What follows belongs to an exercise in optimizing a design on an open flow for small area, a short achievable clock period and few clock cycles per item; a production flow would make more cautious choices. In this exercise RTL edits were held to simulation tests only and were not proved equivalent to the original. Power is estimated from default activity; no workload was simulated.

==> 02-13 <==
==> flow/design.v (excerpt) <==
module two_phase_lock_table_with_deadlock_check_core #(
  parameter int TXN_SLOTS    = tpl_pkg::TxnSlotsDef,
  parameter int LOCK_ENTRIES = tpl_pkg::LockEntriesDef,
  parameter int KEY_BITS     = tpl_pkg::KeyBitsDef
) (
  input  logic          clk_i,
  input  logic          rst_ni,
  input  logic          start_i,
  output logic          busy_o,
  input  logic [38:0]   req_i,
  output logic          done_o,
  output logic [9:0]    rsp_o,
  input  logic          psel,
  input  logic          penable,
  input  logic          pwrite,
  input  logic [2:0]    paddr,
  input  logic [31:0]   pwdata,
  output logic [31:0]   prdata,
  output logic          pready
);
make LEC_CHECK=0 ABC_AREA=1 CAP_MARGIN=30 CORE_MARGIN=2 CORE_UTILIZATION=40 PLACE_DENSITY=0.5 SETUP_SLACK_MARGIN=4.5 SLEW_MARGIN=20 finish   # period 9.0 ns
run.sh (not shown) runs the stock make flow with config.mk's settings and CLKGATE_MAP_FILE= SYNTH_SCRIPT=/design/flow/synth_recipe.tcl, a recipe that flattens the netlist after the stock synthesis.
==> 02-11: changes against 02-13 <==
--- a/flow/design.v
+++ b/flow/design.v
@@ -205,11 +205,11 @@
   assign col_clr    = (x_go && x_end) || dlb;
   assign cslot      = dlb ? v_q : x_t;
   assign oslot      = dlb ? dl_t : x_t;
   assign dclr       = init_q ? {T{1'b1}} : (dlb ? dv_q : x_dt);
   assign dset       = dlb ? dl_dt : x_dt;
-  assign omask      = dclr;    
+  assign omask      = dlb ? dv_q : x_dt;
   assign m_all      = init_q || col_clr;
   logic sh_go, ex_go, unl_go;
   assign sh_go      = x_go && x_sh;
   assign ex_go      = x_go && x_ex;
   assign unl_go     = x_go && x_unl;
PLACE_DENSITY = default   (was 0.5)
==> results.txt <==
- Against 02-13, the area after synthesis of 02-11 is larger by about 1.4%.
- Of 02-11 and 02-13, 02-11 has the higher synthesized cell count (gap about 2.4%, measured against 02-13).
- 02-11 died in global routing. 02-13 ran to the end with violations: antenna rules.
==> figures <==
| metric | 02-11 | 02-13 |
|---|---|---|
| Outcome | aborted with a tool error | failed layout checks |
| Failing step | global routing | - |
| Reasons for failing layout checks | - | antenna rules |
| Die outline height | 674 um | 669.4 um |
| Routability cong. | 1.446 | 1.202 |
| CTS buffer count | 436 | 432 |
| Distinct cell type count after synthesis | 91 | 79 |
| Post-synthesis share of cell area spent on full adders, half adders and majority gates | 0.09059% | 0.09184% |
| Die X | 674 um | 669.4 um |
| Share of synthesized area occupied by flip-flops and latches | 45.78% | 46.42% |
| Summed instance area of the synthesized netlist | 179600 um2 | 177100 um2 |
| Cell area after placement | 188200 um2 | 187500 um2 |
| CTS resizes | 605 | 968 |
| Number of standard-cell rows in the floorplan | 246 | 244 |
| Number of cells after detailed placement | 28580 | 28120 |
| Compound-cell area share of the yosys netlist | 20.59% | 21.13% |
Testbench counts of 02-13, summed over its fixed seeds: cycles 12,602, items 12,000.
Testbench counts of 02-11, summed over its fixed seeds: cycles 12,602, items 12,000.

========
==> inputs of run a <==
Another version of the RTL of two_phase_lock_table_with_deadlock_check_core (not shown whole).
// two_phase_lock_table_with_deadlock_check_core
module two_phase_lock_table_with_deadlock_check_core #(
  parameter int TXN_SLOTS    = tpl_pkg::TxnSlotsDef,
  parameter int LOCK_ENTRIES = tpl_pkg::LockEntriesDef,
  parameter int KEY_BITS     = tpl_pkg::KeyBitsDef
) (
  input  logic          clk_i,
  input  logic          rst_ni,
  input  logic          start_i,
  output logic          busy_o,
  input  logic [38:0]   req_i,
  output logic          done_o,
  output logic [9:0]    rsp_o,
  input  logic          psel,
  input  logic          penable,
  input  logic          pwrite,
  input  logic [2:0]    paddr,
  input  logic [31:0]   pwdata,
  output logic [31:0]   prdata,
  output logic          pready
);
==> flow/config.mk <==
export PLATFORM = sky130hd
export DESIGN_NAME = two_phase_lock_table_with_deadlock_check_core
export DESIGN_NICKNAME = two_phase_lock_table_with_deadlock_check_core
export VERILOG_FILES = /design/flow/design.v
export SDC_FILE = /design/flow/constraint.sdc
export NUM_CORES = 8
export LEC_CHECK = 0
export ABC_AREA = 1
export CAP_MARGIN = 30
export CORE_MARGIN = 2
export CORE_UTILIZATION = 60
export CTS_BUF_LIST = sky130_fd_sc_hd__clkbuf_8
export CTS_CLUSTER_DIAMETER = 80
export CTS_CLUSTER_SIZE = 30
export SETUP_SLACK_MARGIN = 4.5
export SLEW_MARGIN = 20
==> flow/constraint.sdc <==
create_clock -name core_clock -period 9.0 [get_ports {clk_i}]
set_input_delay 1.8000 -clock core_clock [delete_from_list [all_inputs] [get_ports {clk_i}]]
set_output_delay 1.8000 -clock core_clock [all_outputs]
set_load 0.01 [all_outputs]
==> inputs of run b, as changes to run a <==
--- a/flow/config.mk
+++ b/flow/config.mk
@@ -8,9 +8,6 @@
 export ABC_AREA = 1
 export CAP_MARGIN = 30
 export CORE_MARGIN = 2
-export CORE_UTILIZATION = 60
-export CTS_BUF_LIST = sky130_fd_sc_hd__clkbuf_8
-export CTS_CLUSTER_DIAMETER = 80
-export CTS_CLUSTER_SIZE = 30
-export SETUP_SLACK_MARGIN = 4.5
+export CORE_UTILIZATION = 40
+export SETUP_SLACK_MARGIN = 4
 export SLEW_MARGIN = 20
==> summary.txt <==
Outcome
  – Outcome: complete, no violations

GRT
  – Largest net degree at the start of global routing: 143
  – First-pass GRT wire length: 1740 mm
  – Met3 Usage GRT: 0.390
  – Vias in the first global route: 176k
  – Overflow after GRT: 0

Place
  – Placed cells: 27.8k
  – HPWL Detailed: 1010 mm

Clocking
  – Maximum level of the CTS H-tree: 5

Die
  – Initial Util: 0.401
  – Die X: 669 µm
That was run b.
==> summary.txt <==
Outcome
  – Outcome: did not finish
  – Failing step: 5_1_grt
  – First Err: [ERROR GRT-0116] Global routing finished with congestion. Check the congestion regions in the DRC Viewer.

Place
  – Placed cells: 25.6k
  – HPWL Detailed: 890 mm

GRT
  – First-pass GRT wire length: 2030 mm
  – Overflow after GRT: 8531
  – Largest net degree at the start of global routing: 80
  – Met3 Usage GRT: 0.899
  – Vias in the first global route: 225k

Die
  – Die X: 547 µm
That was run a.
Testbench counts of run a, summed over its fixed seeds: cycles 12,603, items 12,000.
Testbench counts of run b, summed over its fixed seeds: cycles 12,603, items 12,000.

========
==> run D <==
two_phase_lock_table_with_deadlock_check_core, a different RTL version from the one above (not shown whole).
==> flow/config.mk <==
export PLATFORM = sky130hd
export DESIGN_NAME = two_phase_lock_table_with_deadlock_check_core
export DESIGN_NICKNAME = two_phase_lock_table_with_deadlock_check_core
export VERILOG_FILES = /design/flow/design.v
export SDC_FILE = /design/flow/constraint.sdc
export NUM_CORES = 8
export LEC_CHECK = 0
export ABC_AREA = 1
export CAP_MARGIN = 30
export CORE_MARGIN = 2
export CORE_UTILIZATION = 40
export CTS_BUF_LIST = sky130_fd_sc_hd__clkbuf_8
export CTS_CLUSTER_DIAMETER = 80
export CTS_CLUSTER_SIZE = 30
export PLACE_DENSITY = 0.5
export SETUP_SLACK_MARGIN = 4.5
export SLEW_MARGIN = 20
==> flow/constraint.sdc <==
create_clock -name core_clock -period 9.0 [get_ports {clk_i}]
set_input_delay 1.8000 -clock core_clock [delete_from_list [all_inputs] [get_ports {clk_i}]]
set_output_delay 1.8000 -clock core_clock [all_outputs]
set_load 0.01 [all_outputs]
==> inputs of run P, as changes to run D <==
- CTS_BUF_LIST: sky130_fd_sc_hd__clkbuf_8 -> unset
- CTS_CLUSTER_DIAMETER: 80 -> unset
- CTS_CLUSTER_SIZE: 30 -> unset
- PLACE_DENSITY: 0.5 -> 0.45
==> key figures <==
Global route
  • Vias in the first global route: 184600
  • GR Util met2: 73.76%
  • Met3 Use GR: 38.09%
  • Total GRT Usage: 58.55%
  • Global-route wire length before repair: 1780000 um
  • GR Util met1: 66.63%

Pwr
  • Peak supply drop: around 0.34 mV

Place
  • Dpl cells: 28870
  • Dpl cell area: 189900 sq um
  • Final Wtd Congestion: 1.181
  • Setup WS pre-CTS: 2.102 ns

Clock tree
  • Num CTS Buffers: around 430
  • Resized cells post-CTS: 1131
  • # Post-CTS Setup Buffers: 348

Routing
  • Drt drc: 0

Finish
  • Multi-input gates: 16120

Status
  • Outcome: complete, no violations
Source of the figures above: run P

==> key figures <==
Global route
  • Vias in the first global route: 218700
  • Global-route wire length before repair: roughly 2300000 um
  • GR Util met2: 89.93%
  • Total GRT Usage: 74.94%
  • GR Util met1: 76.56%

Place
  • Final Wtd Congestion: 1.233
  • Dpl cells: between 20000 and 30000
  • Dpl cell area: 191500 sq um

Clock tree
  • Maximum clock path buffer count: 4
  • Num CTS Buffers: approximately 220
  • Resized cells post-CTS: 1469

Status
  • Stop stage: global routing (5_1_grt)
  • Outcome: stopped before the end
  • Error message: [ERROR GRT-0116] Global routing finished with congestion. Check the congestion regions in the DRC Viewer.
Source of the figures above: run D

Testbench counts of run D, summed over its fixed seeds: cycles 12,603, items 12,000.
Testbench counts of run P, summed over its fixed seeds: cycles 12,603, items 12,000.

========
==> job 9793 <==
two_phase_lock_table_with_deadlock_check_core, a different RTL version from the one above (not shown whole).
clock: 9.0 ns
lec_check: 0
abc_area: 1
cap_margin: 30
core_margin: 2
core_utilization: 40
setup_slack_margin: 4.3
slew_margin: 20
==> job 6246 (differences from job 9793) <==
--- a/flow/design.v
+++ b/flow/design.v
@@ -113,17 +113,17 @@
     rd_os = '0;
     rd_sm = '0;
     for (int i = 0; i < N; i++) begin
       rd_ov = rd_ov | (hk_eff[i] & ov_q[i]);
       rd_os = rd_os | ((hk_eff[i] & ov_q[i]) ? os_q[i] : SW'(0));
       rd_sm = rd_sm | (hk_eff[i] ? sm[i] : T'(0));
     end
   end
-  assign found = rd_ov || (|rd_sm);
+  assign found = |hit;
   logic [T-1:0] dos, others, edges;
   logic         x_lock, own, shr, oth_nz, grant_sh, upgrade, blocked;
   assign x_lock   = x_sh | x_ex;
   assign own      = rd_ov && (rd_os == x_t);
   assign shr      = |(rd_sm & x_dt);
   assign others   = rd_sm & ~x_dt;
   assign oth_nz   = |others;
   assign dos      = rd_ov ? (T'(1) << rd_os) : T'(0);
SETUP_SLACK_MARGIN = 4   (was 4.3)
==> job 6522 (differences from job 9793) <==
--- a/flow/design.v
+++ b/flow/design.v
@@ -113,17 +113,17 @@
     rd_os = '0;
     rd_sm = '0;
     for (int i = 0; i < N; i++) begin
       rd_ov = rd_ov | (hk_eff[i] & ov_q[i]);
       rd_os = rd_os | ((hk_eff[i] & ov_q[i]) ? os_q[i] : SW'(0));
       rd_sm = rd_sm | (hk_eff[i] ? sm[i] : T'(0));
     end
   end
-  assign found = rd_ov || (|rd_sm);
+  assign found = |hit;
   logic [T-1:0] dos, others, edges;
   logic         x_lock, own, shr, oth_nz, grant_sh, upgrade, blocked;
   assign x_lock   = x_sh | x_ex;
   assign own      = rd_ov && (rd_os == x_t);
   assign shr      = |(rd_sm & x_dt);
   assign others   = rd_sm & ~x_dt;
   assign oth_nz   = |others;
   assign dos      = rd_ov ? (T'(1) << rd_os) : T'(0);
CTS_CLUSTER_DIAMETER = 80   (was default)
CTS_CLUSTER_SIZE = 30   (was default)
PLACE_DENSITY = 0.5   (was default)
SETUP_SLACK_MARGIN = 4.2   (was 4.3)
==> comparison table <==
	job 6522	job 9793	job 6246
Distinct cells, synth	74	73	74
Cell area after technology mapping	0.179 mm2	0.180 mm2	0.179 mm2
Number of buffers inserted by post-CTS setup repair	213	280	154
Non-Filler Cell Area, Final	-	0.217 mm2	0.214 mm2
Final critical delay including setup and external delays	-	5.24 ns	5.52 ns
Data-path buffer share of cell area in the final layout	-	0.0704	0.0595
Final setup violation count	-	0	0
Layout overhead on the synthesized area	-	20.6%	19.2%
Count of filler cells inserted in the layout	-	43700	44100
Synth Instances	23400	23600	23400
Critical path launch point type	-	flop	flop
Non-clock buffer count	-	1479	1275
Starting utilization of the core area	0.402	0.402	0.402
Proportion of layout cells with a drive suffix above 1	-	0.135	0.122
Worst-Margin Slew	-	1.38 ns	1.30 ns
Per-cell via count in the routed design	-	7.12	7.09
Routed wire per std cell	-	47.0 um	46.5 um
PwrDens	-	417 mW/mm2	419 mW/mm2
Total via count in the routed design	-	219000	215000
Endpoint type of the worst setup path	-	flop	flop
Highest attainable clock frequency	-	0.191 GHz	0.181 GHz
Type of the worst min-delay path	-	reg2reg	reg2reg
Max incr delay on CP	-	1.03 ns	0.48 ns
Result of the run	did not finish	timing/DRC/antenna clean	timing/DRC/antenna clean
Last stage reached	5_1_grt	-	-
Testbench counts of job 9793, summed over its fixed seeds: cycles 12,603, items 12,000.
Testbench counts of job 6246, summed over its fixed seeds: cycles 12,603, items 12,000.
Testbench counts of job 6522, summed over its fixed seeds: cycles 12,603, items 12,000.

==> port drivers added, routing unchanged <==
The flow's constraints put no driver on any port. The routed layouts listed below were extracted and timed again, unchanged, in two steps. Step 1 sets driving cells, clkbuf_16 on the clock port and buf_2 on the other inputs (assumed; they add their load-dependent delay and slew). Step 2 times the ports against the registers' clock, not the clock port: input delays grow and output delays shrink by t, the midpoint of the rising clock arrivals with the driver on. Slacks: ideal ports / drivers / drivers and shift; pairs: ideal ports / drivers.
run	t, ns	setup slack, ns	worst hold slack (ns)	latest minus earliest clock arrival (ns)	slew at the worst register clock pin (ns)
02-13	1.199	4.064 / 4.064 / 3.034	0.289 / 0.289 / 0.289	0.162 / 0.161	0.07 / 0.07
run b	1.198	3.545 / 3.545 / 2.975	0.309 / 0.309 / 0.309	0.100 / 0.100	0.08 / 0.08
run P	1.178	3.958 / 3.958 / 3.293	0.307 / 0.307 / 0.307	0.106 / 0.107	0.08 / 0.08
job 9793	1.218	3.762 / 3.762 / 2.990	0.294 / 0.294 / 0.294	0.157 / 0.157	0.08 / 0.08
job 6246	1.212	3.481 / 3.481 / 2.821	0.280 / 0.280 / 0.280	0.123 / 0.123	0.08 / 0.08
The setup slack of 02-13, which loses most, moves by 0.000 ns with the drivers and by -1.030 ns with both steps.
